Optimization exercise on an open flow, not production practice.
RTL: at most simulated, not proved equivalent.
Function not checked: runs 1 and 2.
Power: default activity.

<file path="design/flow/config.mk">
export PLATFORM = sky130hd
export DESIGN_NAME = serpent_round_ctrl
export DESIGN_NICKNAME = serpent_round_ctrl
export VERILOG_FILES = /design/flow/design.v
export SDC_FILE = /design/flow/constraint.sdc
export NUM_CORES = 4
export LEC_CHECK = 0
export CAP_MARGIN = 20
export CORE_MARGIN = 2
export CORE_UTILIZATION = 30
export SLEW_MARGIN = 20
</file>
<file path="design/flow/constraint.sdc">
create_clock -name core_clock -period 6.0 [get_ports {clk}]
set_input_delay 1.2000 -clock core_clock [delete_from_list [all_inputs] [get_ports {clk}]]
set_output_delay 1.2000 -clock core_clock [all_outputs]
set_load 0.01 [all_outputs]
</file>
<file path="design/flow/design.v">
package serpent_pkg;
    localparam int SERPENT_BLK_W  = 128;
    localparam int SERPENT_WORD_W = 32;
    typedef enum logic [1:0] {
        IDLE  = 2'd0,
        ROUND = 2'd1,
        FINAL = 2'd2,
        DONE  = 2'd3
    } state_t;
    function automatic logic [31:0] rotl32(
        input logic [31:0]               x,
        input int unsigned               n
    );
        rotl32 = (x << n) | (x >> (32 - n));
    endfunction
endpackage
module s_box (
    input  logic [2:0]   i_sel,
    input  logic [127:0] i_data,
    output logic [127:0] o_data
);
    logic [63:0] w_tab;
    assign w_tab =
        ({64{i_sel == 3'd0}} & 64'hc396976419b552cd) |    
        ({64{i_sel == 3'd1}} & 64'h2e93b44b568d6359) |    
        ({64{i_sel == 3'd2}} & 64'h25e94da6a4d6639c) |    
        ({64{i_sel == 3'd3}} & 64'h913ee952b4c663a6) |    
        ({64{i_sel == 3'd4}} & 64'hb856e69269cad24b) |    
        ({64{i_sel == 3'd5}} & 64'h1ce97493662dd24b) |    
        ({64{i_sel == 3'd6}} & 64'h5b94196d69c33e89) |    
        ({64{i_sel == 3'd7}} & 64'h1cb6c716a9d47187);    
    for (genvar b = 0; b < 32; b++) begin : g_col
        s_box_col u_col (
            .i_tab (w_tab),
            .i_nib ({i_data[96+b], i_data[64+b], i_data[32+b], i_data[b]}),
            .o_nib ({o_data[96+b], o_data[64+b], o_data[32+b], o_data[b]})
        );
    end
endmodule
module s_box_col (
    input  logic [63:0] i_tab,
    input  logic [3:0]  i_nib,
    output logic [3:0]  o_nib
);
    for (genvar k = 0; k < 4; k++) begin : g_bit
        assign o_nib[k] = i_tab[16*k + i_nib];
    end
endmodule
import serpent_pkg::*;
module serpent_lt
(
    input  logic [SERPENT_BLK_W-1:0] i_data,
    output logic [SERPENT_BLK_W-1:0] o_data
);
    logic [31:0] w_x0a, w_x2a, w_x1b, w_x3b, w_x1c, w_x3c, w_x0d, w_x2d, w_x0e, w_x2e;
    assign w_x0a = serpent_pkg::rotl32(i_data[31:0], 13);
    assign w_x2a = serpent_pkg::rotl32(i_data[95:64], 3);
    assign w_x1b = i_data[63:32] ^ w_x0a ^ w_x2a;
    assign w_x3b = i_data[127:96] ^ w_x2a ^ (w_x0a << 3);
    assign w_x1c = serpent_pkg::rotl32(w_x1b, 1);
    assign w_x3c = serpent_pkg::rotl32(w_x3b, 7);
    assign w_x0d = w_x0a ^ w_x1c ^ w_x3c;
    assign w_x2d = w_x2a ^ w_x3c ^ (w_x1c << 7);
    assign w_x0e = serpent_pkg::rotl32(w_x0d, 5);
    assign w_x2e = serpent_pkg::rotl32(w_x2d, 22);
    assign o_data = {w_x3c, w_x2e, w_x1c, w_x0e};
endmodule
import serpent_pkg::*;
module serpent_round_ctrl
#(
    parameter int NUM_ROUNDS = 32,
    parameter int KIDX_W     = 6
) (
    input  logic                     clk,
    input  logic                     rst,
    input  logic                     in_valid,
    output logic                     in_ready,
    input  logic [SERPENT_BLK_W-1:0] in_data,
    output logic [KIDX_W-1:0]        key_idx,
    input  logic [SERPENT_BLK_W-1:0] key_in,
    output logic                     out_valid,
    input  logic                     out_ready,
    output logic [SERPENT_BLK_W-1:0] out_data
);
    localparam logic [KIDX_W-1:0] FINAL_IDX = KIDX_W'(NUM_ROUNDS);
    logic [SERPENT_BLK_W-1:0] r_p;           
    logic [SERPENT_BLK_W-1:0] r_q;           
    logic [KIDX_W-1:0]        r_p_idx;       
    logic [KIDX_W-1:0]        r_q_idx;       
    logic                     r_p_vld, r_q_vld;
    logic [KIDX_W-1:0]        r_key_idx;     
    logic [SERPENT_BLK_W-1:0] w_sub, w_lt, w_pre;
    logic                     w_p_done, w_stall, w_q_last;
    logic                     w_p_vld_n, w_q_vld_n;
    logic [KIDX_W-1:0]        w_p_idx_n, w_q_idx_n;
    s_box u_s_box (
        .i_sel  (r_p_idx[2:0]),
        .i_data (r_p),
        .o_data (w_sub)
    );
    serpent_lt u_lt (
        .i_data (r_q),
        .o_data (w_lt)
    );
    assign w_p_done = r_p_vld & r_p_idx[5];           
    assign w_stall  = w_p_done & ~out_ready;
    assign w_q_last = r_q_idx[5];                     
    assign w_pre    = ~r_q_vld ? in_data : (w_q_last ? r_q : w_lt);
    always_ff @(posedge clk) begin
        if (!w_stall) begin
            r_p <= w_pre ^ key_in;
            r_q <= w_sub;
        end
    end
    always_comb begin
        w_q_vld_n = r_p_vld & ~w_p_done;
        w_q_idx_n = r_p_idx + 1'b1;
        w_p_vld_n = r_q_vld | (in_valid & in_ready);
        w_p_idx_n = r_q_vld ? r_q_idx : '0;
    end
    always_ff @(posedge clk) begin
        if (rst) begin
            r_p_vld   <= 1'b0;
            r_q_vld   <= 1'b0;
            r_p_idx   <= '0;
            r_q_idx   <= '0;
            r_key_idx <= '0;
        end else if (!w_stall) begin
            r_p_vld   <= w_p_vld_n;
            r_q_vld   <= w_q_vld_n;
            r_p_idx   <= w_p_idx_n;
            r_q_idx   <= w_q_idx_n;
            r_key_idx <= w_q_vld_n ? w_q_idx_n : '0;
        end
    end
    assign in_ready  = ~r_q_vld & ~w_stall;
    assign key_idx   = r_key_idx;
    assign out_valid = w_p_done;
    assign out_data  = r_p;
endmodule
</file>
<file path="design/flow/run.sh">
#!/bin/bash
# synth_recipe.tcl (not shown) runs the flow's synth.tcl, then flattens the netlist and writes it again
# the make line also repeats each setting of config.mk as NAME=value (left out here)
make -C /OpenROAD-flow-scripts/flow DESIGN_CONFIG=/design/flow/config.mk WORK_HOME=/design/flow/orfs CLKGATE_MAP_FILE= SYNTH_SCRIPT=/design/flow/synth_recipe.tcl finish
</file>
==> impl_results.md, run 1 <==
- Synth area leader: edfxtp_1
- Hold_buf cts: 0
- Leakage power: 0.0130 uW
- Row count: 120
- TritonCTS Buffers: 39
- CTS resizes: 0
- Max Cap Viol: 0
- Clk slew on worst S/H paths: 60 ps
- Initial antenna violation count: 11
- Clock Latency Late Sink: 620 ps
- EDFF count, synth: 256
- Die width: 332 um
- First drt pass iteration count: 8
- Worst path cell trace: inv_1 > ha_1 > buf_4 > nand2_1 > buf_4 > nand2_1 > buf_4 > mux4_2 > nor2_1 > a21oi_1 > a211o_1
- Layout Skew: 29.8 ps
- Global-route wire length before repair: 244 mm
- Multi-input logic area: 22300 sq um
- CP Launch Type: register
- Worst Max-Slew Pin Slew: 1260 ps
- Dpl cell area: 37300 sq um
- Most instantiated cells after synthesis: 446 x clkbuf_1, 316 x o21ai_0, 296 x nand2_1, 288 x mux4_2, 278 x xnor2_1
- Fmax: 0.215 GHz
- Syn. warnings: 2
- Maximum vdd drop: 0.307 mV
- FFs w/ async S/R, synth: 0%
- Worst EP required: 6370 ps
- Slowest cell on crit path: dfxtp_1
- Crit path capture type: register
- Status: no timing/DRC/antenna violations
- Gpl congestion: 1.01
- Fillcell total: 10800
- DR vias/cell: 6.61
- Setup TNS: 0 ps
- I/O Pins: 396
- DRT iter0 DRCs: 5718
- CTS tree: done
- RSZ-0062 raised after global routing: false
- Worst EP arrival: 5020 ps
- Top cell type's share of synthesized area: 23.8%
- Largest net degree at the start of global routing: 168
- Synthesized area per cell: 9.13 sq um
- Cells after Synth: 3541
- Hold Fails Final Rpt: 0
- Yosys cell types: 75
- Min-Delay Path Class: reg2reg
- Post-synth design cell area: 32300 sq um
- Residual DRC: 0
- Power density cells: 540 nW/um^2
- Final Net Count: 3877
- Core ar.: 107000 sq um
- Die area: 110000 sq um
- PortBufs: 395
- Seq/Total Area, Yosys: 25.0%
- CTS root buffer: clkbuf_16
- Final core utilization: 36.3%
- Fin crit share: 77.5%
- Drt wl/cell: 35.0 um
- GRT Total Usage: 30.8%
- Clk sinks: 276
- Post-layout min period: 4650 ps
- Synth-to-Final Area Change: 20.0%
- Critical path fanouts, max: 35
- CTS HTree Levels: 2
- Final Hold Slack: 458 ps
- Fin area: 38800 sq um
- CTS max path bufs: 3
- HPWL Detailed: 121 mm
- Drt total wl: 176 mm
- Fraction of layout instances using a drive strength above 1: 15.4%
- Most used flip-flop cell after synthesis: edfxtp_1
- Count leader, synth: clkbuf_1
- FF+latch count, synth: 276
- Slew Viols, Final: 0
- DIE HEIGHT: 332 um
- Synth top area cells: edfxtp_1 24%, mux4_2 20%, xnor2_1 7.5%
- Critical path's most frequent cell: buf_4
- Relative slew slack: 16.0%
- Max stage delay on crit path: 860 ps
- Syn Nets: 3813
- WS Path Type: reg2reg
- GR Overflow Total: 0
- Routed Antenna Nets: 0
- Vias in the first global route: 30400
- Final setup vio count: 0
- Initial Utilization: 30.2%
- Area occupied by registers: 8100 sq um
- Via count: 33400
- Post-CTS Setup Inserts: 0
-- worst max-delay path, delay by kind of cell (launching register included) --
kind            cells  cell delay (ps)
fa+ha+maj           1              610
compound gates      2              390
mux                 1              480
flops               1              860
simple gates        3              580
buf+inv             4             1470
-- per-stage QoR --
step | instances | worst slack [ps] | total power (uW)
after floorplan | 3541 | 314 | 12500
after global placement | 4964 | 1560 | 17400
after detailed placement | 4965 | 1460 | 17500
after CTS | 5037 | 1460 | 20200
after global routing | 5040 | 1190 | 21500
final | 5047 | 1350 | 21000
-- area by class of cell --
type / instances / area share (%)
Sequential cell: 276 / 20.9
Tap cell: 1403 / 4.53
Timing Repair Buffer: 536 / 13.1
Inverter: 48 / 0.484
Antenna cell: 8 / 0.0516
Clock buffer: 45 / 2.63
Multi-Input combinational cell: 2704 / 57.4
Clock inverter: 27 / 0.990
-- kinds of logic after synthesis --
logic type	count (synthesis)	share of synthesized area, %
buffers and inverters	561	6.70
multiplexers	380	23.5
XOR/XNOR	406	11.1
adder cells (fa/ha/maj)	12	0.464
AND/OR/NAND/NOR	811	11.3
flip-flops	276	25.0
AO/OA/AOI/OAI	1095	21.9
-- state kept, by name (all words and copies together), names as in the netlist --
| register | flops |
|---|---|
| r_p_vld | 1 |
| r_p | 128 |
| r_key_idx | 6 |
| r_q | 128 |
| r_q_vld | 1 |
| r_p_idx | 6 |
| r_q_idx | 6 |
-- routing by layer --
layer | global-route usage (%) | up-vias | wire, um | part of all wire (%)
met5 | 0.478 | - | 101 | 0.057
met1 | 37.3 | 15900 | 59500 | 34
met4 | 22.5 | 6 | 16500 | 9.3
li1 | - | 13500 | - | -
met3 | 11.9 | 734 | 28400 | 16
met2 | 44.3 | 3195 | 71900 | 41
-- power breakdown --
part / switching, uW / total [uW] / internal (uW)
Combinational: 7070 / 12700 / 5600
Clock: 1080 / 2690 / 1610
Sequential: 2420 / 5590 / 3180
-- layout by cell type (no fill, tap or decap), drive strengths merged, types with 9 or more instances in the layout --
master / Yosys / final
a31oi: 14 / 14
a2111oi: 19 / 19
nand2b: 34 / 34
nor2: 241 / 241
clkbuf: 446 / 45
bufinv: 0 / 9
a211oi: 70 / 70
a311oi: 10 / 10
xnor2: 278 / 278
and2: 10 / 10
ha: 12 / 12
nand3: 66 / 66
or3: 9 / 9
o31ai: 28 / 28
buf: 67 / 141
xor2: 125 / 125
a221oi: 61 / 61
edfxtp: 256 / 256
mux4: 299 / 299
inv: 40 / 43
nand2: 296 / 296
dfxtp: 20 / 20
o211a: 11 / 11
o21ai: 317 / 317
o311ai: 22 / 22
nor3: 42 / 42
o22ai: 12 / 12
or2: 9 / 9
o2111ai: 13 / 13
a21oi: 230 / 230
nor2b: 64 / 64
clkinv: 8 / 20
clkdlybuf4s50: 0 / 395
o211ai: 210 / 210
a21o: 19 / 19
mux2: 9 / 9
mux2i: 72 / 72
-- final timing paths --
kind	start	to	slack [ps]	depth (start not counted)
setup / recovery	r_p_idx[0]	r_q[82]	1350	11
hold / removal	r_q_idx[1]	r_q_idx[1]	460	2
setup reg to reg	r_p_idx[0]	r_q[82]	1350	11
hold reg to reg	r_q_idx[1]	r_q_idx[1]	460	2
==> inputs of run 2 (changes only) <==
--- a/design/flow/design.v
+++ b/design/flow/design.v
@@ -14,13 +14,11 @@
         rotl32 = (x << n) | (x >> (32 - n));
     endfunction
 endpackage
-module s_box (
-    input  logic [2:0]   i_sel,
-    input  logic [127:0] i_data,
-    output logic [127:0] o_data
+module s_box_tab (
+    input  logic [2:0]  i_sel,
+    output logic [63:0] o_tab
 );
-    logic [63:0] w_tab;
-    assign w_tab =
+    assign o_tab =
         ({64{i_sel == 3'd0}} & 64'hc396976419b552cd) |    
         ({64{i_sel == 3'd1}} & 64'h2e93b44b568d6359) |    
         ({64{i_sel == 3'd2}} & 64'h25e94da6a4d6639c) |    
@@ -29,21 +27,19 @@
         ({64{i_sel == 3'd5}} & 64'h1ce97493662dd24b) |    
         ({64{i_sel == 3'd6}} & 64'h5b94196d69c33e89) |    
         ({64{i_sel == 3'd7}} & 64'h1cb6c716a9d47187);    
+endmodule
+module s_box (
+    input  logic [63:0]  i_tab,
+    input  logic [127:0] i_data,
+    output logic [127:0] o_data
+);
     for (genvar b = 0; b < 32; b++) begin : g_col
-        s_box_col u_col (
-            .i_tab (w_tab),
-            .i_nib ({i_data[96+b], i_data[64+b], i_data[32+b], i_data[b]}),
-            .o_nib ({o_data[96+b], o_data[64+b], o_data[32+b], o_data[b]})
-        );
-    end
-endmodule
-module s_box_col (
-    input  logic [63:0] i_tab,
-    input  logic [3:0]  i_nib,
-    output logic [3:0]  o_nib
-);
-    for (genvar k = 0; k < 4; k++) begin : g_bit
-        assign o_nib[k] = i_tab[16*k + i_nib];
+        logic [3:0] w_nib;
+        assign w_nib = {i_data[96+b], i_data[64+b], i_data[32+b], i_data[b]};
+        assign o_data[b]    = i_tab[w_nib];
+        assign o_data[32+b] = i_tab[16 + w_nib];
+        assign o_data[64+b] = i_tab[32 + w_nib];
+        assign o_data[96+b] = i_tab[48 + w_nib];
     end
 endmodule
 import serpent_pkg::*;
@@ -93,8 +89,13 @@
     logic                     w_p_done, w_stall, w_q_last;
     logic                     w_p_vld_n, w_q_vld_n;
     logic [KIDX_W-1:0]        w_p_idx_n, w_q_idx_n;
+    logic [63:0] r_tab, w_tab_n;
+    s_box_tab u_s_box_tab (
+        .i_sel (w_p_idx_n[2:0]),
+        .o_tab (w_tab_n)
+    );
     s_box u_s_box (
-        .i_sel  (r_p_idx[2:0]),
+        .i_tab  (r_tab),
         .i_data (r_p),
         .o_data (w_sub)
     );
@@ -108,8 +109,9 @@
     assign w_pre    = ~r_q_vld ? in_data : (w_q_last ? r_q : w_lt);
     always_ff @(posedge clk) begin
         if (!w_stall) begin
-            r_p <= w_pre ^ key_in;
-            r_q <= w_sub;
+            r_p   <= w_pre ^ key_in;
+            r_q   <= w_sub;
+            r_tab <= w_tab_n;
         end
     end
     always_comb begin
@@ -133,7 +135,7 @@
             r_key_idx <= w_q_vld_n ? w_q_idx_n : '0;
         end
     end
-    assign in_ready  = ~r_q_vld & ~w_stall;
+    assign in_ready  = ~r_q_vld & ~w_p_done;
     assign key_idx   = r_key_idx;
     assign out_valid = w_p_done;
     assign out_data  = r_p;
==> design/flow/flow/run.sh (new file) <==
#!/bin/bash
# Own layout flow: the standard ORFS flow (standard.sh), with two changes to how cells are
# chosen: the port buffers are plain buffers (buf_2) rather than the delay buffers buffer_ports
# picks on its own, and timing repair may resize cells across footprints.
# Each tool's full output goes to standard.log in the work folder.
set -uo pipefail
export BUFFER_PORTS_ARGS="-buffer_cell sky130_fd_sc_hd__buf_2"
export MATCH_CELL_FOOTPRINT=0
bash standard.sh "BUFFER_PORTS_ARGS=$BUFFER_PORTS_ARGS" MATCH_CELL_FOOTPRINT=0 finish > standard.log 2>&1
status=$?
tail -5 standard.log
exit $status
==> design/flow/standard.sh (new file) <==
#!/bin/bash
# synth_recipe.tcl (not shown) runs the flow's synth.tcl, then flattens the netlist and writes it again
# the make line also repeats each setting of config.mk as NAME=value (left out here)
make -C /OpenROAD-flow-scripts/flow DESIGN_CONFIG=/design/flow/config.mk WORK_HOME=/design/flow/orfs CLKGATE_MAP_FILE= SYNTH_SCRIPT=/design/flow/synth_recipe.tcl "${@:-finish}"
--- a/design/flow/config.mk
+++ b/design/flow/config.mk
@@ -7,5 +7,6 @@
 export LEC_CHECK = 0
 export CAP_MARGIN = 20
 export CORE_MARGIN = 2
-export CORE_UTILIZATION = 30
+export CORE_UTILIZATION = 35
+export SETUP_SLACK_MARGIN = 4.0
 export SLEW_MARGIN = 20
removed: design/flow/run.sh
==> impl_results.md, run 2 <==
- Most frequent cells in the layout: 472 x buf_4, 457 x mux4_2, 347 x buf_2, 313 x edfxtp_1, 214 x nand2_1 (was 395 x clkdlybuf4s50_1, 315 x o21ai_0, 292 x nand2_1, 288 x mux4_2, 276 x xnor2_1)
- DIE HEIGHT: 312 um (was 332 um)
- Setup TNS: 0 ps (unchanged)
- Layout Skew: 48.0 ps (was 29.8 ps)
- Most used flip-flop cell after synthesis: edfxtp_1 (unchanged)
- Fin crit share: 42.8% (was 77.5%)
- CTS HTree Levels: 2 (unchanged)
- Final Net Count: 3633 (was 3877)
- Drt wl/cell: 39.8 um (was 35.0 um)
- Die area: 97300 sq um (was 110000 sq um)
- Max Cap Viol: 0 (unchanged)
- Initial antenna violation count: 13 (was 11)
- Drt total wl: 186 mm (was 176 mm)
- Maximum vdd drop: 0.433 mV (was 0.307 mV)
- Seq/Total Area, Yosys: 29.5% (was 25.0%)
- DR vias/cell: 7.24 (was 6.61)
- Synth-to-Final Area Change: 31.1% (was 20.0%)
- Clock Latency Late Sink: 620 ps (about the same)
- Synth area leader: mux4_2 (was edfxtp_1)
- Crit path capture type: primary output (was register)
- Leakage power: 0.0172 uW (was 0.0130 uW)
- GRT Total Usage: 35.9% (was 30.8%)
- Post-synth design cell area: 33200 sq um (was 32300 sq um)
- FF+latch count, synth: 333 (was 276)
- Buf/Inv on CP: 1 (was 4)
- DRT iter0 DRCs: 7379 (was 5718)
- Clk sinks: 333 (was 276)
- Clk slew on worst S/H paths: 70 ps (was 60 ps)
- CP Launch Type: register (unchanged)
- Largest net degree at the start of global routing: 93 (was 168)
- Final setup vio count: 0 (unchanged)
- Count leader, synth: mux4_2 (was clkbuf_1)
- Status: no timing/DRC/antenna violations (unchanged)
- Crit path max-delay family: flip-flops (was buffers and inverters)
- CTS max path bufs: 3 (unchanged)
- Worst EP arrival: 1370 ps (was 5020 ps)
- CTS tree: done (unchanged)
- Fillcell total: 8266 (was 10800)
- I/O Pins: 396 (unchanged)
- Syn. warnings: 2 (unchanged)
- Yosys cell types: 46 (was 75)
- Fmax: 0.389 GHz (was 0.215 GHz)
- Die width: 312 um (was 332 um)
- Residual DRC: 0 (unchanged)
- Relative slew slack: 41.7% (was 16.0%)
- Global-route wire length before repair: 244 mm (about the same)
- Routed Antenna Nets: 0 (unchanged)
- Max stage delay on crit path: 550 ps (was 860 ps)
- Cells after Synth: 2710 (was 3541)
- Worst EP required: 4800 ps (was 6370 ps)
- WS Path Type: reg2out (was reg2reg)
- CTS root buffer: clkbuf_16 (unchanged)
- Hold_buf cts: 0 (unchanged)
- RSZ-0062 raised after global routing: true (was false)
- FFs w/ async S/R, synth: 0% (unchanged)
- Hold Fails Final Rpt: 0 (unchanged)
- Fraction of layout instances using a drive strength above 1: 50.7% (was 15.4%)
- Gpl congestion: 0.998 (was 1.01)
- HPWL Detailed: 102 mm (was 121 mm)
- Worst r2r src: r_q[66] (was r_p_idx[0])
- Top Registers: r_p (128), r_q (128), r_tab (57) (was r_p (128), r_q (128))
- PortBufs: 395 (unchanged)
- Most instantiated cells after synthesis: 457 x mux4_2, 313 x clkbuf_1, 313 x edfxtp_1, 218 x nand2_1, 164 x o21ai_0 (was 446 x clkbuf_1, 316 x o21ai_0, 296 x nand2_1, 288 x mux4_2, 278 x xnor2_1)
- Power density cells: 590 nW/um^2 (was 540 nW/um^2)
- Most common cell after layout, fill and taps aside: buf_4 (was clkdlybuf4s50_1)
- Worst path cell trace: buf_2 (was inv_1 > ha_1 > buf_4 > nand2_1 > buf_4 > nand2_1 > buf_4 > mux4_2 > nor2_1 > a21oi_1 > a211o_1)
- Vias in the first global route: 30200 (was 30400)
- Setup crit start: r_p[79] (was r_p_idx[0])
- GR Overflow Total: 0 (unchanged)
- Min-Delay Path Class: reg2reg (unchanged)
- Final Hold Slack: 481 ps (was 458 ps)
- Synthesized area per cell: 12.3 sq um (was 9.13 sq um)
- Core ar.: 93600 sq um (was 107000 sq um)
- Slowest cell on crit path: edfxtp_1 (was dfxtp_1)
- Final core utilization: 46.5% (was 36.3%)
- Slew Viols, Final: 0 (unchanged)
- First drt pass iteration count: 10 (was 8)
- Post-layout min period: 2570 ps (was 4650 ps)
- Critical path fanouts, max: 2 (was 35)
- Top cell type's share of synthesized area: 31.0% (was 23.8%)
- Row count: 112 (was 120)
- Initial Utilization: 35.5% (was 30.2%)
- TritonCTS Buffers: 41 (was 39)
- Synth top area cells: mux4_2 31%, edfxtp_1 28%, xnor3_1 6.4% (was edfxtp_1 24%, mux4_2 20%, xnor2_1 7.5%)
- Hold wc startpoint: r_q_idx[4] (was r_q_idx[1])
- Worst Max-Slew Pin Slew: 875 ps (was 1260 ps)
- Via count: 33800 (was 33400)
- Syn Nets: 2971 (was 3813)
- EDFF count, synth: 313 (was 256)
## run 2: cell types whose count changed after synthesis, sizes merged, moves of 147 or more
cell    previous run  this run
a21oi            230        69
nor2             241        69
mux4             299       457
xnor2            278        98
o21ai            317       164
o211ai           210        63
## run 2: kinds of logic (layout without fill, tap and decap cells)
logic type / after synthesis / after routing / share of synthesized area, %
buffers and inverters: 439 / 1129 / 5.23
XOR/XNOR: 291 / 291 / 13.0
multiplexers: 539 / 539 / 33.6
AND/OR/NAND/NOR: 608 / 610 / 8.94
other: 0 / 10 / 0
adder cells (fa/ha/maj): 1 / 1 / 0.0377
AO/OA/AOI/OAI: 499 / 499 / 9.72
flip-flops: 333 / 333 / 29.5
## run 2: path summary, 6_finish.rpt
path / slack, ps / depth (start not counted) / to
hold reg to reg: 480 / 2 / r_p_idx[4]
hold / removal: 480 / 2 / r_p_idx[4]
setup reg to reg: 3590 / 4 / r_p[11]
setup / recovery: 3430 / 1 / out_data[79]
## run 2: layout make-up
cell class              instances  area, sq um  share of cell area, %
inverters                      16         92.6                  0.213
diodes                         10         25.0                 0.0575
clock buffers                  46         1070                   2.45
flip-flops and latches        333         9820                   22.6
clock inverters                27          244                  0.561
multi-input cells            1940        22000                   50.7
well taps                    1254         1570                   3.61
repair inverters                3         52.6                  0.121
repair buffers               1037         8600                   19.8
## run 2: power breakdown
group / internal [uW] / leakage, uW / total (uW) / switching [uW]
combinational: 9630 / 0.0130 / 18500 / 8920
sequential: 3580 / 0.00349 / 4530 / 948
clock: 1450 / 0.000643 / 2600 / 1160
## run 2: stage by stage
step | power [uW] | setup WS (ps) | cell area [sq um] | cells
final | 25700 | 3430 | 43500 | 4666
after CTS | 22600 | 3450 | 41100 | 4457
after global placement | 17200 | 2740 | 35800 | 4022
after floorplan | 13200 | 3410 | 33300 | 2710
after detailed placement | 17300 | 2710 | 35800 | 4023
after global routing | 25700 | 3440 | 43500 | 4657
## run 2: what timing repair did
item,in CTS,in global routing
gates cloned,9,14
resized for setup,329,180
setup endpoints to repair,650,356
pin swaps,127,77
setup buffers,352,185
## run 2: layer usage
layer / track usage [%] / wire, um / vias to the layer above
met5: 0.629 / 224 / -
met3: 20.7 / 37200 / 1309
met4: 26.7 / 21400 / 14
li1: - / - / 12100
met2: 50.1 / 72400 / 4287
met1: 40.5 / 54500 / 16100
==> inputs of run 3 (changes only) <==
--- a/design/flow/design.v
+++ b/design/flow/design.v
@@ -85,6 +85,8 @@
     logic [KIDX_W-1:0]        r_q_idx;       
     logic                     r_p_vld, r_q_vld;
     logic [KIDX_W-1:0]        r_key_idx;     
+    logic                     r_done;        
+    logic                     r_in_ready;    
     logic [SERPENT_BLK_W-1:0] w_sub, w_lt, w_pre;
     logic                     w_p_done, w_stall, w_q_last;
     logic                     w_p_vld_n, w_q_vld_n;
@@ -103,7 +105,7 @@
         .i_data (r_q),
         .o_data (w_lt)
     );
-    assign w_p_done = r_p_vld & r_p_idx[5];           
+    assign w_p_done = r_done;                         
     assign w_stall  = w_p_done & ~out_ready;
     assign w_q_last = r_q_idx[5];                     
     assign w_pre    = ~r_q_vld ? in_data : (w_q_last ? r_q : w_lt);
@@ -111,8 +113,10 @@
         if (!w_stall) begin
             r_p   <= w_pre ^ key_in;
             r_q   <= w_sub;
-            r_tab <= w_tab_n;
         end
+    end
+    always_ff @(posedge clk) begin
+        r_tab <= w_tab_n;
     end
     always_comb begin
         w_q_vld_n = r_p_vld & ~w_p_done;
@@ -127,15 +131,19 @@
             r_p_idx   <= '0;
             r_q_idx   <= '0;
             r_key_idx <= '0;
+            r_done    <= 1'b0;
+            r_in_ready <= 1'b1;
         end else if (!w_stall) begin
             r_p_vld   <= w_p_vld_n;
             r_q_vld   <= w_q_vld_n;
             r_p_idx   <= w_p_idx_n;
             r_q_idx   <= w_q_idx_n;
             r_key_idx <= w_q_vld_n ? w_q_idx_n : '0;
+            r_done    <= r_q_vld & r_q_idx[5];
+            r_in_ready <= ~w_q_vld_n & ~(r_q_vld & r_q_idx[5]);
         end
     end
-    assign in_ready  = ~r_q_vld & ~w_p_done;
+    assign in_ready  = r_in_ready;
     assign key_idx   = r_key_idx;
     assign out_valid = w_p_done;
     assign out_data  = r_p;
==> design/flow/flow/run.sh (replaced) <==
#!/bin/bash
# Own layout flow: the standard ORFS flow (standard.sh), with two changes to how cells are
# chosen: the port buffers are plain buffers (buf_1) rather than the delay buffers buffer_ports
# picks on its own, and timing repair may resize cells across footprints.
# Each tool's full output goes to standard.log in the work folder.
set -uo pipefail
export BUFFER_PORTS_ARGS="-buffer_cell sky130_fd_sc_hd__buf_1"
export MATCH_CELL_FOOTPRINT=0
bash standard.sh "BUFFER_PORTS_ARGS=$BUFFER_PORTS_ARGS" MATCH_CELL_FOOTPRINT=0 finish > standard.log 2>&1
status=$?
tail -5 standard.log
exit $status
--- a/design/flow/config.mk
+++ b/design/flow/config.mk
@@ -8,5 +8,5 @@
 export CAP_MARGIN = 20
 export CORE_MARGIN = 2
 export CORE_UTILIZATION = 35
-export SETUP_SLACK_MARGIN = 4.0
+export SETUP_SLACK_MARGIN = 3.6
 export SLEW_MARGIN = 20
==> impl_results.md, run 3 <==
- Sequential Power Share: 23.3% (was 17.6%)
- Layout Skew: 43.9 ps (was 48.0 ps)
- Crit path max-delay family: flip-flops (unchanged)
- HPWL Detailed: 97.4 mm (was 102 mm)
- Maximum vdd drop: 0.451 mV (was 0.433 mV)
- DR vias/cell: 7.19 (was 7.24)
- Most instantiated cells after synthesis: 454 x mux4_2, 326 x clkbuf_1, 256 x edfxtp_1, 240 x nand2_1, 201 x xnor2_1 (was 457 x mux4_2, 313 x clkbuf_1, 313 x edfxtp_1, 218 x nand2_1, 164 x o21ai_0)
- WS Path Type: reg2out (unchanged)
- Worst r2r src: r_q[5] (was r_q[66])
- Buf/Inv on CP: 1 (unchanged)
- TritonCTS Buffers: 39 (was 41)
- Largest net degree at the start of global routing: 106 (was 93)
- Slew Viols, Final: 0 (unchanged)
- Slowest cell on crit path: edfxtp_1 (unchanged)
- Placed cells: 4048 (was 4023)
- I/O Pins: 396 (unchanged)
- DIE HEIGHT: 308 um (was 312 um)
- Hold Fails Final Rpt: 0 (unchanged)
- Final Hold Slack: 478 ps (was 481 ps)
- Status: no timing/DRC/antenna violations (unchanged)
- FF+latch count, synth: 334 (was 333)
- Count leader, synth: mux4_2 (unchanged)
- CTS root buffer: clkbuf_16 (unchanged)
- Most frequent cells in the layout: 454 x mux4_2, 345 x buf_1, 256 x edfxtp_1, 239 x nand2_1, 223 x buf_4 (was 472 x buf_4, 457 x mux4_2, 347 x buf_2, 313 x edfxtp_1, 214 x nand2_1)
- Routed Antenna Nets: 0 (unchanged)
- Initial antenna violation count: 7 (was 13)
- Min-Delay Path Class: reg2reg (unchanged)
- Seq/Total Area, Yosys: 28.6% (was 29.5%)
- Max stage delay on crit path: 560 ps (was 550 ps)
- Top cell type's share of synthesized area: 31.6% (was 31.0%)
- Synth area leader: mux4_2 (unchanged)
- Syn Nets: 3101 (was 2971)
- Drt wl/cell: 38.1 um (was 39.8 um)
- Global-route wire length before repair: 223 mm (was 244 mm)
- Relative slew slack: 11.2% (was 41.7%)
- Post-layout min period: 2600 ps (was 2570 ps)
- Top Registers: r_p (128), r_q (128), r_tab (57) (unchanged)
- Vias in the first global route: 27800 (was 30200)
- Final Net Count: 3366 (was 3633)
- Cells after Synth: 2840 (was 2710)
- Gpl congestion: 1.02 (was 0.998)
- Fin crit share: 43.3% (was 42.8%)
- Leakage power: 0.0130 uW (was 0.0172 uW)
- Int Power: 11200 uW (was 14700 uW)
- Hold wc startpoint: r_q_idx[3] (was r_q_idx[4])
- Power density cells: 555 nW/um^2 (was 590 nW/um^2)
- DRT iter0 DRCs: 7000 (was 7379)
- CTS tree: done (unchanged)
- Clock Latency Late Sink: 610 ps (was 620 ps)
- Hold_buf cts: 0 (unchanged)
- Non-Filler Instances: 4329 (was 4666)
- GR Overflow Total: 0 (unchanged)
- Sw Ratio: 46.5% (was 42.9%)
- Core ar.: 91700 sq um (was 93600 sq um)
- Residual DRC: 0 (unchanged)
- Yosys cell types: 55 (was 46)
- Synth-to-Final Area Change: 16.5% (was 31.1%)
- GRT Total Usage: 33.6% (was 35.9%)
- Via count: 31100 (was 33800)
- Worst path cell trace: buf_6 (was buf_2)
- Die area: 94900 sq um (was 97300 sq um)
- Most used flip-flop cell after synthesis: edfxtp_1 (unchanged)
- Max Cap Viol: 0 (unchanged)
- RSZ-0062 raised after global routing: true (unchanged)
- Setup crit start: r_p[32] (was r_p[79])
- Synthesized area per cell: 11.4 sq um (was 12.3 sq um)
- Final setup vio count: 0 (unchanged)
- CP Launch Type: register (unchanged)
- Row count: 111 (was 112)
- Clock share of power: 12.1% (was 10.1%)
- Drt total wl: 165 mm (was 186 mm)
- Initial Utilization: 35.3% (was 35.5%)
- EDFF count, synth: 256 (was 313)
- Fmax: 0.385 GHz (was 0.389 GHz)
- Clk slew on worst S/H paths: 70 ps (about the same)
- Setup TNS: 0 ps (unchanged)
- Critical path fanouts, max: 2 (unchanged)
- Worst Max-Slew Pin Slew: 1330 ps (was 875 ps)
- Crit path capture type: primary output (unchanged)
- Setup Slack @ Placement: 2620 ps (was 2710 ps)
- Fraction of layout instances using a drive strength above 1: 29.6% (was 50.7%)
- Most common cell after layout, fill and taps aside: mux4_2 (was buf_4)
- PortBufs: 395 (unchanged)
- Multi-input logic area: 21500 sq um (was 22000 sq um)
- Post-synth design cell area: 32300 sq um (was 33200 sq um)
- Worst EP required: 4800 ps (about the same)
- First drt pass iteration count: 22 (was 10)
- Syn. warnings: 2 (unchanged)
- CTS max path bufs: 3 (unchanged)
- Clk sinks: 334 (was 333)
- Final worst slack: 3400 ps (was 3430 ps)
- Fillcell total: 8603 (was 8266)
- CTS HTree Levels: 2 (unchanged)
- P_sw: 9720 uW (was 11000 uW)
- Combinational share of power: 64.6% (was 72.2%)
- Die width: 308 um (was 312 um)
- FFs w/ async S/R, synth: 0% (unchanged)
- Area occupied by registers: 9340 sq um (was 9820 sq um)
- Worst EP arrival: 1400 ps (was 1370 ps)
- Synth top area cells: mux4_2 32%, edfxtp_1 24%, xnor2_1 5.4% (was mux4_2 31%, edfxtp_1 28%, xnor3_1 6.4%)
run 3: changes by cell type in the layout (fill, tap and decap cells not counted), moves of 35 or more:
cell	previous run	this run
buf_2	347	1
buf_1	0	345
buf_4	472	223
xnor2_1	95	188
buf_6	119	37
xnor3_2	65	6
edfxtp_1	313	256
xor2_1	68	116
buf_12	55	18
dfxtp_2	8	45
nor2_1	66	101
run 3: per-stage QoR:
| step | cell area [sq um] | util, % | power, uW |
|---|---|---|---|
| 4_1_cts | 37200 | 40.6 | 19800 |
| 3_5_place_dp | 34100 | 37.2 | 16400 |
| 5_1_grt | 37700 | 41.1 | 21200 |
| 6_report | 37700 | 41.1 | 20900 |
| 3_3_place_gp | 34100 | 37.2 | 16400 |
| 2_1_floorplan | 32400 | - | 12600 |
run 3: kinds of logic (layout without fill, tap and decap cells):
family	Yosys count	in the layout	share of synthesized area, %
muxes	534	534	34.2
xor gates and xnor gates	367	367	12.1
adders and majority gates	1	1	0.0387
other	0	7	0
and+or+nand+nor	662	663	9.65
AOI/OAI and AO/OA	499	499	10.0
DFF	334	334	28.6
buffers and inverters	443	738	5.44
run 3: path summary, 6_finish.rpt:
| kind | endpoint | slack (ps) | cells past startpoint |
|---|---|---|---|
| hold reg to reg | r_p_idx[3] | 480 | 2 |
| hold / removal | r_p_idx[3] | 480 | 2 |
| setup / recovery | out_data[32] | 3400 | 1 |
| setup reg to reg | r_p[80] | 3470 | 5 |
run 3: final cells by class:
cell class,instances,share of cell area (%)
multi-input cells,2064,57.1
flip-flops and latches,334,24.8
repair buffers,649,10.5
well taps,1186,3.94
clock buffers,53,2.90
clock inverters,19,0.511
inverters,17,0.239
diodes,7,0.0465
run 3: power by group through the flow:
| stage | registers (uW) | logic, uW | clock network, uW |
|---|---|---|---|
| 5_1_grt | 4780 | 13800 | 2590 |
| 2_1_floorplan | 4230 | 8350 | 0 |
| 4_1_cts | 4790 | 12500 | 2500 |
| 3_5_place_dp | 5960 | 10500 | 0 |
| 3_3_place_gp | 5960 | 10400 | 0 |
| 6_report | 4870 | 13500 | 2530 |
run 3: metal layers:
| layer | share of wire (%) | vias to the layer above | GRT usage (%) |
|---|---|---|---|
| met4 | 10 | 6 | 23.9 |
| li1 | - | 11500 | - |
| met3 | 19 | 951 | 15.6 |
| met5 | 0.070 | - | 0 |
| met2 | 40 | 3667 | 47.5 |
| met1 | 31 | 15000 | 40.2 |
run 3: repair_timing:
item	in CTS	in global routing
cloned	2	0
setup endpoints to repair	391	191
resized for setup	178	41
pin swaps	1	2
setup buffers	168	32
Testbench counts of run 3, summed over its fixed seeds: cycles 12,864, blocks 384.
==> inputs of run 4 (changes only) <==
--- a/design/flow/config.mk
+++ b/design/flow/config.mk
@@ -7,6 +7,8 @@
 export LEC_CHECK = 0
 export CAP_MARGIN = 20
 export CORE_MARGIN = 2
-export CORE_UTILIZATION = 35
-export SETUP_SLACK_MARGIN = 3.6
+export CORE_UTILIZATION = 40
+export CTS_CLUSTER_DIAMETER = 120
+export CTS_CLUSTER_SIZE = 25
+export SETUP_SLACK_MARGIN = 3.45
 export SLEW_MARGIN = 20
==> impl_results.md, run 4 <==
- Fin crit share: 44.7% (was 43.3%)
- DIE HEIGHT: 288 um (was 308 um)
- Yosys cell types: 55 (unchanged)
- Row count: 104 (was 111)
- Status: no timing/DRC/antenna violations (unchanged)
- EDFF count, synth: 256 (unchanged)
- Syn Nets: 3101 (unchanged)
- I/O Pins: 396 (unchanged)
- CTS HTree Levels: 1 (was 2)
- Worst EP arrival: 3060 ps (was 1400 ps)
- Max stage delay on crit path: 670 ps (was 560 ps)
- CP Launch Type: register (unchanged)
- Drt wl/cell: 40.6 um (was 38.1 um)
- Max Cap Viol: 0 (unchanged)
- GR Overflow Total: 0 (unchanged)
- Slowest cell on crit path: o211ai_1 (was edfxtp_1)
- Dpl cell area: 34000 sq um (was 34100 sq um)
- Setup Slack @ Placement: 2660 ps (was 2620 ps)
- Buf/Inv on CP: 0 (was 1)
- Most used flip-flop cell after synthesis: edfxtp_1 (unchanged)
- Routed Antenna Nets: 0 (unchanged)
- TritonCTS Buffers: 17 (was 39)
- Hold Path Stages: 2 (unchanged)
- Most instantiated cells after synthesis: 454 x mux4_2, 326 x clkbuf_1, 256 x edfxtp_1, 240 x nand2_1, 201 x xnor2_1 (unchanged)
- Final worst slack: 3320 ps (was 3400 ps)
- Core ar.: 80300 sq um (was 91700 sq um)
- Drt total wl: 167 mm (was 165 mm)
- Crit path capture type: register (was primary output)
- CTS max path bufs: 3 (unchanged)
- Top cell type's share of synthesized area: 31.6% (unchanged)
- Reg-to-reg endpoint: r_p[44] (was r_p[80])
- Via count: 30800 (was 31100)
- Clock Latency Late Sink: 610 ps (about the same)
- Fraction of the mapped netlist area in compound gates: 10.0% (unchanged)
- Most frequent cells in the layout: 454 x mux4_2, 377 x buf_1, 256 x edfxtp_1, 239 x nand2_1, 194 x xnor2_1 (was 454 x mux4_2, 345 x buf_1, 256 x edfxtp_1, 239 x nand2_1, 223 x buf_4)
- Count leader, synth: mux4_2 (unchanged)
- Post-synth design cell area: 32300 sq um (unchanged)
- Synth area leader: mux4_2 (unchanged)
- Most common cell after layout, fill and taps aside: mux4_2 (unchanged)
- Post-synthesis xor/xnor area fraction: 12.1% (unchanged)
- Synthesized area per cell: 11.4 sq um (unchanged)
- Synth top area cells: mux4_2 32%, edfxtp_1 24%, xnor2_1 5.4% (unchanged)
- Worst EP required: 6380 ps (was 4800 ps)
- WP depth: 4 (was 1)
- Hold wc startpoint: r_q_idx[4] (was r_q_idx[3])
- DR vias/cell: 7.46 (was 7.19)
- Slew Viols, Final: 0 (unchanged)
- Largest net degree at the start of global routing: 127 (was 106)
- Hold Fails Final Rpt: 0 (unchanged)
- Setup TNS: 0 ps (unchanged)
- Fillcell total: 7412 (was 8603)
- Fmax: 0.373 GHz (was 0.385 GHz)
- Post-layout min period: 2680 ps (was 2600 ps)
- Top Registers: r_p (128), r_q (128), r_tab (57) (unchanged)
- Die area: 83100 sq um (was 94900 sq um)
- Min-Delay Path Class: reg2reg (unchanged)
- RSZ-0062 raised after global routing: true (unchanged)
- Critical path fanouts, max: 4 (was 2)
- Global-route wire length before repair: 226 mm (was 223 mm)
- Simple-gate portion of the synthesized area: 9.65% (unchanged)
- WS Path Type: reg2reg (was reg2out)
- Residual DRC: 0 (unchanged)
- Non-Filler Instances: 4125 (was 4329)
- Initial antenna violation count: 8 (was 7)
- Setup crit start: r_q[72] (was r_p[32])
- CTS tree: done (unchanged)
- Power density cells: 531 nW/um^2 (was 555 nW/um^2)
- Gpl congestion: 1.02 (about the same)
- Fin area: 36200 sq um (was 37700 sq um)
- Layout Skew: 48.3 ps (was 43.9 ps)
- FF+latch count, synth: 334 (unchanged)
- Synth-to-Final Area Change: 11.8% (was 16.5%)
- Clk slew on worst S/H paths: 120 ps (was 70 ps)
- Syn. warnings: 2 (unchanged)
- Hold EP: r_p_idx[4] (was r_p_idx[3])
- Largest family of logic cells by synthesized area: multiplexers (unchanged)
- HPWL Detailed: 98.8 mm (was 97.4 mm)
- R2R cell count: 4 (was 5)
- Seq/Total Area, Yosys: 28.6% (unchanged)
- Final setup vio count: 0 (unchanged)
- Vias in the first global route: 27600 (was 27800)
- Worst Max-Slew Pin Slew: 1440 ps (was 1330 ps)
- Leakage power: 0.0123 uW (was 0.0130 uW)
- DRT iter0 DRCs: 6158 (was 7000)
- Worst r2r src: r_q[72] (was r_q[5])
- Die width: 288 um (was 308 um)
- GRT Total Usage: 39.2% (was 33.6%)
- Placed cells: 3914 (was 4048)
- Initial Utilization: 40.3% (was 35.3%)
- PortBufs: 395 (unchanged)
- Fraction of layout instances using a drive strength above 1: 26.4% (was 29.6%)
- Worst path cell trace: xnor3_1 > o211ai_1 > o21ai_0 > xnor2_1 (was buf_6)
- Final Net Count: 3311 (was 3366)
- Post-synthesis mux area share: 34.2% (unchanged)
- Clk sinks: 334 (unchanged)
- First drt pass iteration count: 13 (was 22)
- Relative slew slack: 4.29% (was 11.2%)
- FFs w/ async S/R, synth: 0% (unchanged)
- Cells after Synth: 2840 (unchanged)
- CTS root buffer: clkbuf_16 (unchanged)
- Synth Area in Adders: 0.0387% (unchanged)
- Maximum vdd drop: 0.287 mV (was 0.451 mV)
- Pwr Total: 19200 uW (was 20900 uW)
- FF-to-FF setup slack: 3320 ps (was 3470 ps)
- Crit path max-delay family: compound AO/OA/AOI/OAI gates (was flip-flops)
-- run 4: timing repair --
| action | CTS | global route |
|---|---|---|
| hold buffers | 0 | 0 |
| setup buffers | 150 | 25 |
| cloned | 1 | 0 |
| pin swaps | 2 | 1 |
| setup endpoints to repair | 352 | 152 |
| hold endpoints to repair | 0 | 0 |
| resized for setup | 60 | 25 |
-- run 4: layout make-up --
type / instances / area, sq um / area share [%]
Antenna cell: 9 / 22.5 / 0.0623
Clock buffer: 22 / 444 / 1.23
Clock inverter: 3 / 28.8 / 0.0796
Inverter: 17 / 90.1 / 0.249
Multi-Input combinational cell: 2064 / 21400 / 59.3
Sequential cell: 334 / 9320 / 25.8
Tap cell: 1060 / 1330 / 3.67
Timing Repair Buffer: 616 / 3480 / 9.63
-- run 4: kinds of logic after synthesis --
| group | count (synthesis) |
|---|---|
| multiplexers | 534 |
| flip-flops | 334 |
| adder cells (fa/ha/maj) | 1 |
| AND/OR/NAND/NOR | 662 |
| buffers and inverters | 443 |
| XOR/XNOR | 367 |
| AO/OA/AOI/OAI | 499 |
-- run 4: metrics by stage --
stage	util, %	hold slack [ps]
final	45.0	484
after global routing	45.0	513
after CTS	44.6	478
after detailed placement	42.3	463
after floorplan	-	448
after global placement	42.3	454
-- run 4: metal layers --
metal  track usage [%]  share of wire (%)
met3              18.7                 19
met2              54.3                 40
met4              28.4                 10
met1              47.4                 31
met5              2.33               0.17
-- run 4: power by group --
part	internal (uW)	switching, uW
clock	537	881
combinational	5960	6790
sequential	3500	1530
total	10000	9200
-- run 4: worst min-delay path, delay by kind of cell (launching register included) --
kind             cells  cell delay [ps]
AO/OA/AOI/OAI        1               60
AND/OR/NAND/NOR      1               60
flip-flops           1              320
-- run 4: worst max-delay path by stage --
stage | to | slack [ps]
3_3_place_gp | r_p[93] | 2730
2_1_floorplan | r_p[0] | 3440
3_5_place_dp | r_p[2] | 2660
5_1_grt | r_p[44] | 3370
4_1_cts | out_data[81] | 3440
6_report | r_p[44] | 3320
==> inputs of run 5 (changes only) <==
--- a/design/flow/config.mk
+++ b/design/flow/config.mk
@@ -8,7 +8,7 @@
 export CAP_MARGIN = 20
 export CORE_MARGIN = 2
 export CORE_UTILIZATION = 40
-export CTS_CLUSTER_DIAMETER = 120
-export CTS_CLUSTER_SIZE = 25
-export SETUP_SLACK_MARGIN = 3.45
+export CTS_CLUSTER_DIAMETER = 100
+export CTS_CLUSTER_SIZE = 20
+export SETUP_SLACK_MARGIN = 3.75
 export SLEW_MARGIN = 20
==> impl_results.md, run 5 <==
- Status: no timing/DRC/antenna violations (unchanged)
- Fin crit share: 43.2% (was 44.7%)
- PortBufs: 395 (unchanged)
- Count leader, synth: mux4_2 (unchanged)
- DRT iter0 DRCs: 6753 (was 6158)
- Hold Fails Final Rpt: 0 (unchanged)
- Fmax: 0.385 GHz (was 0.373 GHz)
- WP depth: 1 (was 4)
- Initial Utilization: 40.3% (unchanged)
- CTS root buffer: clkbuf_16 (unchanged)
- Most instantiated cells after synthesis: 454 x mux4_2, 326 x clkbuf_1, 256 x edfxtp_1, 240 x nand2_1, 201 x xnor2_1 (unchanged)
- Syn. warnings: 2 (unchanged)
- Global-route wire length before repair: 227 mm (was 226 mm)
- Buf/Inv on CP: 1 (was 0)
- Maximum vdd drop: 0.299 mV (was 0.287 mV)
- Routed Antenna Nets: 0 (unchanged)
- Worst Max-Slew Pin Slew: 1310 ps (was 1440 ps)
- WS Path Type: reg2out (was reg2reg)
- RSZ-0062 raised after global routing: true (unchanged)
- Crit path capture type: primary output (was register)
- Gpl congestion: 1.01 (was 1.02)
- Cells after Synth: 2840 (unchanged)
- FFs w/ async S/R, synth: 0% (unchanged)
- Most frequent cells in the layout: 454 x mux4_2, 282 x buf_4, 265 x buf_1, 256 x edfxtp_1, 239 x nand2_1 (was 454 x mux4_2, 377 x buf_1, 256 x edfxtp_1, 239 x nand2_1, 194 x xnor2_1)
- Non-Filler Instances: 4263 (was 4125)
- FF+latch count, synth: 334 (unchanged)
- Fillcell total: 7118 (was 7412)
- Setup TNS: 0 ps (unchanged)
- Final setup vio count: 0 (unchanged)
- Synth top area cells: mux4_2 32%, edfxtp_1 24%, xnor2_1 5.4% (unchanged)
- Top cell type's share of synthesized area: 31.6% (unchanged)
- EDFF count, synth: 256 (unchanged)
- Relative slew slack: 12.4% (was 4.29%)
- Final Hold Slack: 482 ps (was 484 ps)
- First drt pass iteration count: 10 (was 13)
- Hold_buf cts: 0 (unchanged)
- Critical path fanouts, max: 2 (was 4)
- Row count: 104 (unchanged)
- Post-layout min period: 2590 ps (was 2680 ps)
- R2R cell count: 3 (was 4)
- DR vias/cell: 7.40 (was 7.46)
- HPWL Detailed: 98.7 mm (was 98.8 mm)
- Vias in the first global route: 28300 (was 27600)
- Synthesized area per cell: 11.4 sq um (unchanged)
- Top Registers: r_p (128), r_q (128), r_tab (57) (unchanged)
- CTS HTree Levels: 1 (unchanged)
- Final Net Count: 3443 (was 3311)
- Residual DRC: 0 (unchanged)
- Post-synth design cell area: 32300 sq um (unchanged)
- Syn Nets: 3101 (unchanged)
- Worst path cell trace: buf_6 (was xnor3_1 > o211ai_1 > o21ai_0 > xnor2_1)
- Drt total wl: 170 mm (was 167 mm)
- Most used flip-flop cell after synthesis: edfxtp_1 (unchanged)
- Seq/Total Area, Yosys: 28.6% (unchanged)
- Via count: 31500 (was 30800)
- Synth area leader: mux4_2 (unchanged)
- Final core utilization: 47.7% (was 45.0%)
- TritonCTS Buffers: 20 (was 17)
- Placed cells: 3919 (was 3914)
- Worst EP required: 4800 ps (was 6380 ps)
- Initial antenna violation count: 11 (was 8)
- Slew Viols, Final: 0 (unchanged)
- Synth-to-Final Area Change: 18.3% (was 11.8%)
- Hold Path Stages: 2 (unchanged)
- GR Overflow Total: 0 (unchanged)
- Clk slew on worst S/H paths: 100 ps (was 120 ps)
- Die width: 288 um (unchanged)
- Crit path max-delay family: flip-flops (was compound AO/OA/AOI/OAI gates)
- GRT Total Usage: 39.4% (was 39.2%)
- I/O Pins: 396 (unchanged)
- CTS max path bufs: 3 (unchanged)
- CP Launch Type: register (unchanged)
- Clk sinks: 334 (unchanged)
- Drt wl/cell: 39.9 um (was 40.6 um)
- Max Cap Viol: 0 (unchanged)
- Min-Delay Path Class: reg2reg (unchanged)
- DIE HEIGHT: 288 um (unchanged)
- CTS tree: done (unchanged)
- Most common cell after layout, fill and taps aside: mux4_2 (unchanged)
- Power density cells: 547 nW/um^2 (was 531 nW/um^2)
- Leakage power: 0.0137 uW (was 0.0123 uW)
- Slowest cell on crit path: edfxtp_1 (was o211ai_1)
- Fraction of layout instances using a drive strength above 1: 34.4% (was 26.4%)
- Largest net degree at the start of global routing: 134 (was 127)
- Yosys cell types: 55 (unchanged)
- Clock Latency Late Sink: 600 ps (was 610 ps)
- Layout Skew: 38.1 ps (was 48.3 ps)
- Max stage delay on crit path: 580 ps (was 670 ps)
- Die area: 83100 sq um (unchanged)
- Worst EP arrival: 1390 ps (was 3060 ps)
- Dpl cell area: 34000 sq um (about the same)
- Fin area: 38300 sq um (was 36200 sq um)
- Core ar.: 80300 sq um (unchanged)
[run 5: cell counts after synthesis]
Identical to the previous run, type by type.
[run 5: tightest hold or removal path, cell delays in order (launching register included)]
cell and delay [ps]:
dfxtp_1 330, nand3_1 60, a21oi_1 60
[run 5: kinds of logic after synthesis]
group	synth area share [%]
AOI/OAI and AO/OA	10.0
buffers and inverters	5.44
DFF	28.6
muxes	34.2
xor gates and xnor gates	12.1
and+or+nand+nor	9.65
adders and majority gates	0.0387
[run 5: final cells by class]
cell class | count | area (sq um) | area share, %
Multi-Input combinational cell | 2064 | 21600 | 56.4
Sequential cell | 334 | 9390 | 24.5
Antenna cell | 13 | 32.5 | 0.0850
Clock inverter | 1 | 30.0 | 0.0785
Tap cell | 1060 | 1330 | 3.47
Inverter | 17 | 95.1 | 0.249
Timing Repair Buffer | 745 | 5230 | 13.7
Clock buffer | 29 | 566 | 1.48
[run 5: report_power, final]
part | total [uW] | internal (uW) | switching [uW]
clock | 1610 | 701 | 907
sequential | 4710 | 3490 | 1220
combinational | 14600 | 6890 | 7710
[run 5: path summary, 6_finish.rpt]
check / startpoint / slack [ps] / end
setup / recovery: r_p[70] / 3410 / out_data[70]
hold / removal: r_q_idx[3] / 480 / r_p_idx[3]
setup reg to reg: r_tab[58] / 3540 / r_q[104]
hold reg to reg: r_q_idx[3] / 480 / r_p_idx[3]
[run 5: what timing repair did]
| action | in CTS | in global routing |
|---|---|---|
| pin swaps | 3 | 19 |
| setup endpoints to repair | 435 | 271 |
| buffers inserted | 215 | 82 |
| cloned | 3 | 1 |
| gates resized for setup | 320 | 107 |
[run 5: per-layer routing]
layer | up-vias | GRT usage [%] | routed length, um
met1 | 15000 | 47.0 | 52800
met3 | 1006 | 20.9 | 33800
met4 | 10 | 27.7 | 17400
met2 | 3831 | 54.0 | 65900
met5 | - | 1.36 | 147
li1 | 11700 | - | -
[run 5: per-stage QoR]
step,setup slack [ps],power [uW]
floorplan,3440,12600
global placement,2760,16400
detailed placement,2700,16400
CTS,3450,19500
global route,3440,21100
finish,3410,20900
==> inputs of run 6 (changes only) <==
--- a/design/flow/config.mk
+++ b/design/flow/config.mk
@@ -7,8 +7,9 @@
 export LEC_CHECK = 0
 export CAP_MARGIN = 20
 export CORE_MARGIN = 2
-export CORE_UTILIZATION = 40
+export CORE_UTILIZATION = 45
 export CTS_CLUSTER_DIAMETER = 100
 export CTS_CLUSTER_SIZE = 20
-export SETUP_SLACK_MARGIN = 3.75
+export PLACE_DENSITY = 0.7
+export SETUP_SLACK_MARGIN = 3.6
 export SLEW_MARGIN = 20
==> impl_results.md, run 6 <==
- Relative slew slack: 15.7% (was 12.4%)
- Slew Viols, Final: 0 (unchanged)
- Row count: 98 (was 104)
- Setup TNS: 0 ps (unchanged)
- Post-synth design cell area: 32300 sq um (unchanged)
- Worst EP arrival: 3000 ps (was 1390 ps)
- Synth-to-Final Area Change: 13.7% (was 18.3%)
- Clk sinks: 334 (unchanged)
- EDFF count, synth: 256 (unchanged)
- Min-Delay Path Class: reg2reg (unchanged)
- CTS tree: done (unchanged)
- DR vias/cell: 7.61 (was 7.40)
- Core ar.: 71400 sq um (was 80300 sq um)
- PortBufs: 395 (unchanged)
- Count leader, synth: mux4_2 (unchanged)
- Die area: 74000 sq um (was 83100 sq um)
- FF+latch count, synth: 334 (unchanged)
- Drt wl/cell: 38.8 um (was 39.9 um)
- Routed Antenna Nets: 0 (unchanged)
- Worst EP required: 6270 ps (was 4800 ps)
- TritonCTS Buffers: 21 (was 20)
- CTS root buffer: clkbuf_16 (unchanged)
- Fillcell total: 6061 (was 7118)
- Power density cells: 536 nW/um^2 (was 547 nW/um^2)
- CTS HTree Levels: 1 (unchanged)
- Most used flip-flop cell after synthesis: edfxtp_1 (unchanged)
- RSZ-0062 raised after global routing: true (unchanged)
- Fin crit share: 45.6% (was 43.2%)
- Final Net Count: 3347 (was 3443)
- Syn. warnings: 2 (unchanged)
- HPWL Detailed: 95.3 mm (was 98.7 mm)
- Die width: 272 um (was 288 um)
- First drt pass iteration count: 10 (unchanged)
- Clk slew on worst S/H paths: 100 ps (about the same)
- DIE HEIGHT: 272 um (was 288 um)
- GR Overflow Total: 0 (unchanged)
- Cells after Synth: 2840 (unchanged)
- Setup crit start: r_tab[19] (was r_p[70])
- WS Path Type: reg2reg (was reg2out)
- Gpl congestion: 1.02 (was 1.01)
- Most common cell after layout, fill and taps aside: mux4_2 (unchanged)
- Vias in the first global route: 28200 (was 28300)
- Crit path capture type: register (was primary output)
- Initial antenna violation count: 5 (was 11)
- Critical path fanouts, max: 32 (was 2)
- Status: no timing/DRC/antenna violations (unchanged)
- Top cell type's share of synthesized area: 31.6% (unchanged)
- Final Hold Slack: 492 ps (was 482 ps)
- Synth area leader: mux4_2 (unchanged)
- Synth top area cells: mux4_2 32%, edfxtp_1 24%, xnor2_1 5.4% (unchanged)
- Maximum vdd drop: 0.568 mV (was 0.299 mV)
- Area occupied by registers: 9350 sq um (was 9390 sq um)
- Max Cap Viol: 0 (unchanged)
- CP Launch Type: register (unchanged)
- Fraction of layout instances using a drive strength above 1: 28.8% (was 34.4%)
- Worst r2r src: r_tab[19] (was r_tab[58])
- I/O Pins: 396 (unchanged)
- Syn Nets: 3101 (unchanged)
- FFs w/ async S/R, synth: 0% (unchanged)
- Top Registers: r_p (128), r_q (128), r_tab (57) (unchanged)
- Seq/Total Area, Yosys: 28.6% (unchanged)
- Post-layout min period: 2740 ps (was 2590 ps)
- Synthesized area per cell: 11.4 sq um (unchanged)
- Layout Skew: 28.6 ps (was 38.1 ps)
- Hold Fails Final Rpt: 0 (unchanged)
- Yosys cell types: 55 (unchanged)
- CTS max path bufs: 3 (unchanged)
- Most instantiated cells after synthesis: 454 x mux4_2, 326 x clkbuf_1, 256 x edfxtp_1, 240 x nand2_1, 201 x xnor2_1 (unchanged)
- Global-route wire length before repair: 216 mm (was 227 mm)
- DRT iter0 DRCs: 6946 (was 6753)
- Final core utilization: 51.5% (was 47.7%)
- Via count: 30800 (was 31500)
- GRT Total Usage: 41.3% (was 39.4%)
- Initial Utilization: 45.3% (was 40.3%)
- Leakage power: 0.0128 uW (was 0.0137 uW)
- Hold wc startpoint: r_q_idx[3] (unchanged)
- Fmax: 0.365 GHz (was 0.385 GHz)
- Final setup vio count: 0 (unchanged)
- Residual DRC: 0 (unchanged)
- Worst Max-Slew Pin Slew: 1260 ps (was 1310 ps)
- Most frequent cells in the layout: 454 x mux4_2, 344 x buf_1, 256 x edfxtp_1, 240 x nand2_1, 211 x buf_4 (was 454 x mux4_2, 282 x buf_4, 265 x buf_1, 256 x edfxtp_1, 239 x nand2_1)
- Clock Latency Late Sink: 600 ps (about the same)
- Largest net degree at the start of global routing: 107 (was 134)
- Multi-input logic area: 21500 sq um (was 21600 sq um)
- Drt total wl: 157 mm (was 170 mm)
==> run 6: cell count changes in the layout (fill, tap and decap cells not counted), moves of 7 or more <==
cell      before  now
dfxtp_4       24   12
diode_2       13    5
xnor2_1      178  191
xnor3_2       14    7
xnor3_1       31   38
xnor2_2       23   10
clkbuf_2      78   15
buf_6         66   45
buf_1        265  344
buf_4        282  211
==> run 6: timing repair <==
item                                    CTS  global route
resized for setup                       197            47
pin swaps                                 1             6
gates cloned                              1             0
hold buffers                              0             0
endpoints found under the setup margin  373           253
setup buffers                           166            39
==> run 6: logic make-up after synthesis <==
| logic type | after synthesis | share of synthesized area [%] |
|---|---|---|
| compound gates | 499 | 10.0 |
| xor+xnor | 367 | 12.1 |
| fa+ha+maj | 1 | 0.0387 |
| buf+inv | 443 | 5.44 |
| flops | 334 | 28.6 |
| mux | 534 | 34.2 |
| simple gates | 662 | 9.65 |
==> run 6: routing by layer <==
layer	share of wire [%]	wire (um)	GRT usage, %
met1	30	46600	48.6
met2	39	61900	57.5
met3	20	31300	21.4
met4	11	17200	30.1
met5	0.098	154	2.12
==> run 6: final timing paths <==
check	endpoint	slack (ps)	cells past startpoint
setup / recovery	r_q[41]	3260	3
hold / removal	r_p_idx[3]	490	2
setup reg to reg	r_q[41]	3260	3
hold reg to reg	r_p_idx[3]	490	2
==> run 6: stage by stage <==
| stage | worst slack (ps) | cells | area (sq um) | power (uW) |
|---|---|---|---|---|
| after global placement | 2700 | 3805 | 33800 | 16100 |
| after CTS | 3460 | 4004 | 36300 | 18600 |
| after floorplan | 3440 | 2840 | 32400 | 12600 |
| after global routing | 3410 | 4045 | 36800 | 20000 |
| after detailed placement | 2620 | 3806 | 33800 | 16200 |
| final | 3260 | 4049 | 36800 | 19700 |
==> run 6: power by group <==
group	internal, uW	switching, uW
clock	656	887
sequential	3500	1430
combinational	6300	6950
total	10500	9260
==> run 6: final cells by class <==
class	count	area share, %
timing repair buffer	649	11.1
multi-input combinational	2063	58.3
inverter	17	0.245
clock buffer	27	1.49
antenna	5	0.0340
tap	950	3.23
clock inverter	4	0.112
sequential	334	25.4
==> run 6: worst max-delay path, cell delays in order (launching register included) <==
cell and delay, ps:
dfxtp_2 1100, mux4_2 430, nor3_1 50, a211oi_1 790
==> inputs of run 7 (changes only) <==
--- a/design/flow/design.v
+++ b/design/flow/design.v
@@ -110,10 +110,11 @@
     assign w_q_last = r_q_idx[5];                     
     assign w_pre    = ~r_q_vld ? in_data : (w_q_last ? r_q : w_lt);
     always_ff @(posedge clk) begin
-        if (!w_stall) begin
-            r_p   <= w_pre ^ key_in;
-            r_q   <= w_sub;
-        end
+        if (rst)           r_p <= '0;
+        else if (!w_stall) r_p <= w_pre ^ key_in;
+    end
+    always_ff @(posedge clk) begin
+        if (!w_stall) r_q <= w_sub;
     end
     always_ff @(posedge clk) begin
         r_tab <= w_tab_n;
--- a/design/flow/config.mk
+++ b/design/flow/config.mk
@@ -7,9 +7,8 @@
 export LEC_CHECK = 0
 export CAP_MARGIN = 20
 export CORE_MARGIN = 2
-export CORE_UTILIZATION = 45
+export CORE_UTILIZATION = 40
 export CTS_CLUSTER_DIAMETER = 100
 export CTS_CLUSTER_SIZE = 20
-export PLACE_DENSITY = 0.7
-export SETUP_SLACK_MARGIN = 3.6
+export SETUP_SLACK_MARGIN = 3.7
 export SLEW_MARGIN = 20
==> impl_results.md, run 7 <==
- Status: no timing/DRC/antenna violations (unchanged)
- Most instantiated cells after synthesis: 576 x mux4_2, 351 x clkbuf_1, 206 x dfxtp_1, 182 x nor2_1, 147 x nand2_1 (was 454 x mux4_2, 326 x clkbuf_1, 256 x edfxtp_1, 240 x nand2_1, 201 x xnor2_1)
- GRT Total Usage: 37.3% (was 41.3%)
- PortBufs: 395 (unchanged)
- Hold wc startpoint: r_in_ready (was r_q_idx[3])
- Worst EP arrival: 1240 ps (was 3000 ps)
- Worst Max-Slew Pin Slew: 1170 ps (was 1260 ps)
- Setup crit start: r_p[40] (was r_tab[19])
- Count leader, synth: mux4_2 (unchanged)
- Area occupied by registers: 8480 sq um (was 9350 sq um)
- TritonCTS Buffers: 22 (was 21)
- Synthesized area per cell: 12.1 sq um (was 11.4 sq um)
- Multi-input logic area: 23200 sq um (was 21500 sq um)
- Post-layout min period: 2440 ps (was 2740 ps)
- Top cell type's share of synthesized area: 39.3% (was 31.6%)
- Initial antenna violation count: 13 (was 5)
- WS Path Type: reg2out (was reg2reg)
- DRT iter0 DRCs: 5564 (was 6946)
- Power density cells: 364 nW/um^2 (was 536 nW/um^2)
- Row count: 105 (was 98)
- Via count: 30400 (was 30800)
- CTS root buffer: clkbuf_16 (unchanged)
- Most common cell after layout, fill and taps aside: mux4_2 (unchanged)
- Syn. warnings: 2 (unchanged)
- GR Overflow Total: 0 (unchanged)
- Fillcell total: 7234 (was 6061)
- Global-route wire length before repair: 225 mm (was 216 mm)
- Fmax: 0.410 GHz (was 0.365 GHz)
- Drt wl/cell: 40.3 um (was 38.8 um)
- Max Cap Viol: 0 (unchanged)
- Worst r2r src: r_q[13] (was r_tab[19])
- Largest net degree at the start of global routing: 145 (was 107)
- Most frequent cells in the layout: 576 x mux4_2, 274 x buf_1, 217 x buf_4, 181 x nor2_1, 147 x nand2_1 (was 454 x mux4_2, 344 x buf_1, 256 x edfxtp_1, 240 x nand2_1, 211 x buf_4)
- Pwr Total: 14000 uW (was 19700 uW)
- Die area: 84800 sq um (was 74000 sq um)
- DR vias/cell: 7.53 (was 7.61)
- Final worst slack: 3560 ps (was 3260 ps)
- Clock Latency Late Sink: 600 ps (about the same)
- Min-Delay Path Class: reg2reg (unchanged)
- Final Hold Slack: 494 ps (was 492 ps)
- Drt total wl: 163 mm (was 157 mm)
- Cells after Synth: 2728 (was 2840)
- Final Net Count: 3212 (was 3347)
- Fraction of layout instances using a drive strength above 1: 41.1% (was 28.8%)
- HPWL Detailed: 100 mm (was 95.3 mm)
- Top Registers: r_p (128), r_q (128), r_tab (57) (unchanged)
- Setup Slack @ Placement: 2690 ps (was 2620 ps)
- DIE HEIGHT: 291 um (was 272 um)
- Gpl congestion: 0.972 (was 1.02)
- Post-synth design cell area: 33000 sq um (was 32300 sq um)
- Final core utilization: 47.2% (was 51.5%)
- Seq/Total Area, Yosys: 24.2% (was 28.6%)
- Die width: 291 um (was 272 um)
- Synth top area cells: mux4_2 39%, dfxtp_1 13%, edfxtp_1 12% (was mux4_2 32%, edfxtp_1 24%, xnor2_1 5.4%)
- Syn Nets: 2989 (was 3101)
- Routed Antenna Nets: 0 (unchanged)
- Crit path capture type: primary output (was register)
- Residual DRC: 0 (unchanged)
- CTS HTree Levels: 1 (unchanged)
- Clk slew on worst S/H paths: 110 ps (was 100 ps)
- Synth-to-Final Area Change: 17.0% (was 13.7%)
- CTS tree: done (unchanged)
- FF+latch count, synth: 334 (unchanged)
- CTS max path bufs: 3 (unchanged)
- Vias in the first global route: 28800 (was 28200)
- Critical path fanouts, max: 2 (was 32)
- Relative slew slack: 22.3% (was 15.7%)
- Hold Fails Final Rpt: 0 (unchanged)
- Yosys cell types: 47 (was 55)
- Leakage power: 0.0136 uW (was 0.0128 uW)
- EDFF count, synth: 128 (was 256)
[run 7: cell type report]
class | instances | share of cell area, %
inverter | 14 | 0.214
clock buffer | 32 | 1.60
tap | 1070 | 3.47
clock inverter | 6 | 0.146
sequential | 334 | 22.0
antenna | 6 | 0.0389
timing repair buffer | 673 | 12.5
multi-input combinational | 1905 | 60.0
timing repair inverter | 1 | 0.0292
[run 7: cell families (layout without fill, tap and decap cells)]
kind of cell	Yosys count	in the layout	share of synthesized area [%]
AOI/OAI and AO/OA	488	488	9.45
muxes	644	644	41.4
other	0	6	0
and+or+nand+nor	547	547	8.11
DFF	334	334	24.2
adders and majority gates	1	1	0.0379
buffers and inverters	489	726	5.85
xor gates and xnor gates	225	225	11.0
[run 7: timing repair]
item / CTS / global route
buffers inserted: 208 / 10
hold buffers: 0 / 0
pin swaps: 5 / 2
resized for setup: 575 / 48
gates cloned: 8 / 1
endpoints found under the setup margin: 363 / 94
[run 7: where the power goes]
part	internal (uW)	switching (uW)
registers	2960	822
clock network	736	950
logic	4580	4000
total	8280	5770
[run 7: per-layer routing]
layer / GRT usage, % / vias up / wire, um
met5: 0.737 / - / 129
met4: 21.1 / 10 / 13300
met3: 17.6 / 814 / 30200
met2: 54.0 / 3449 / 67900
met1: 45.5 / 14900 / 51200
li1: - / 11300 / -
[run 7: through the flow]
| step | std cells | cell area (sq um) |
|---|---|---|
| after CTS | 4024 | 38300 |
| final | 4041 | 38600 |
| after detailed placement | 3770 | 34500 |
| after global placement | 3770 | 34500 |
| after floorplan | 2728 | 33000 |
| after global routing | 4035 | 38600 |
[run 7: final timing paths]
| check | end | slack [ps] | cells after the start |
|---|---|---|---|
| setup reg to reg | r_p[90] | 3640 | 6 |
| setup / recovery | out_data[40] | 3560 | 2 |
| hold / removal | r_in_ready | 490 | 2 |
| hold reg to reg | r_in_ready | 490 | 2 |
[run 7: critical path: stages (launching register included)]
cell and delay, ps:
dfxtp_4 370, buf_12 140, buf_8 120
Testbench counts of run 7, summed over its fixed seeds: cycles 12,864, blocks 384.
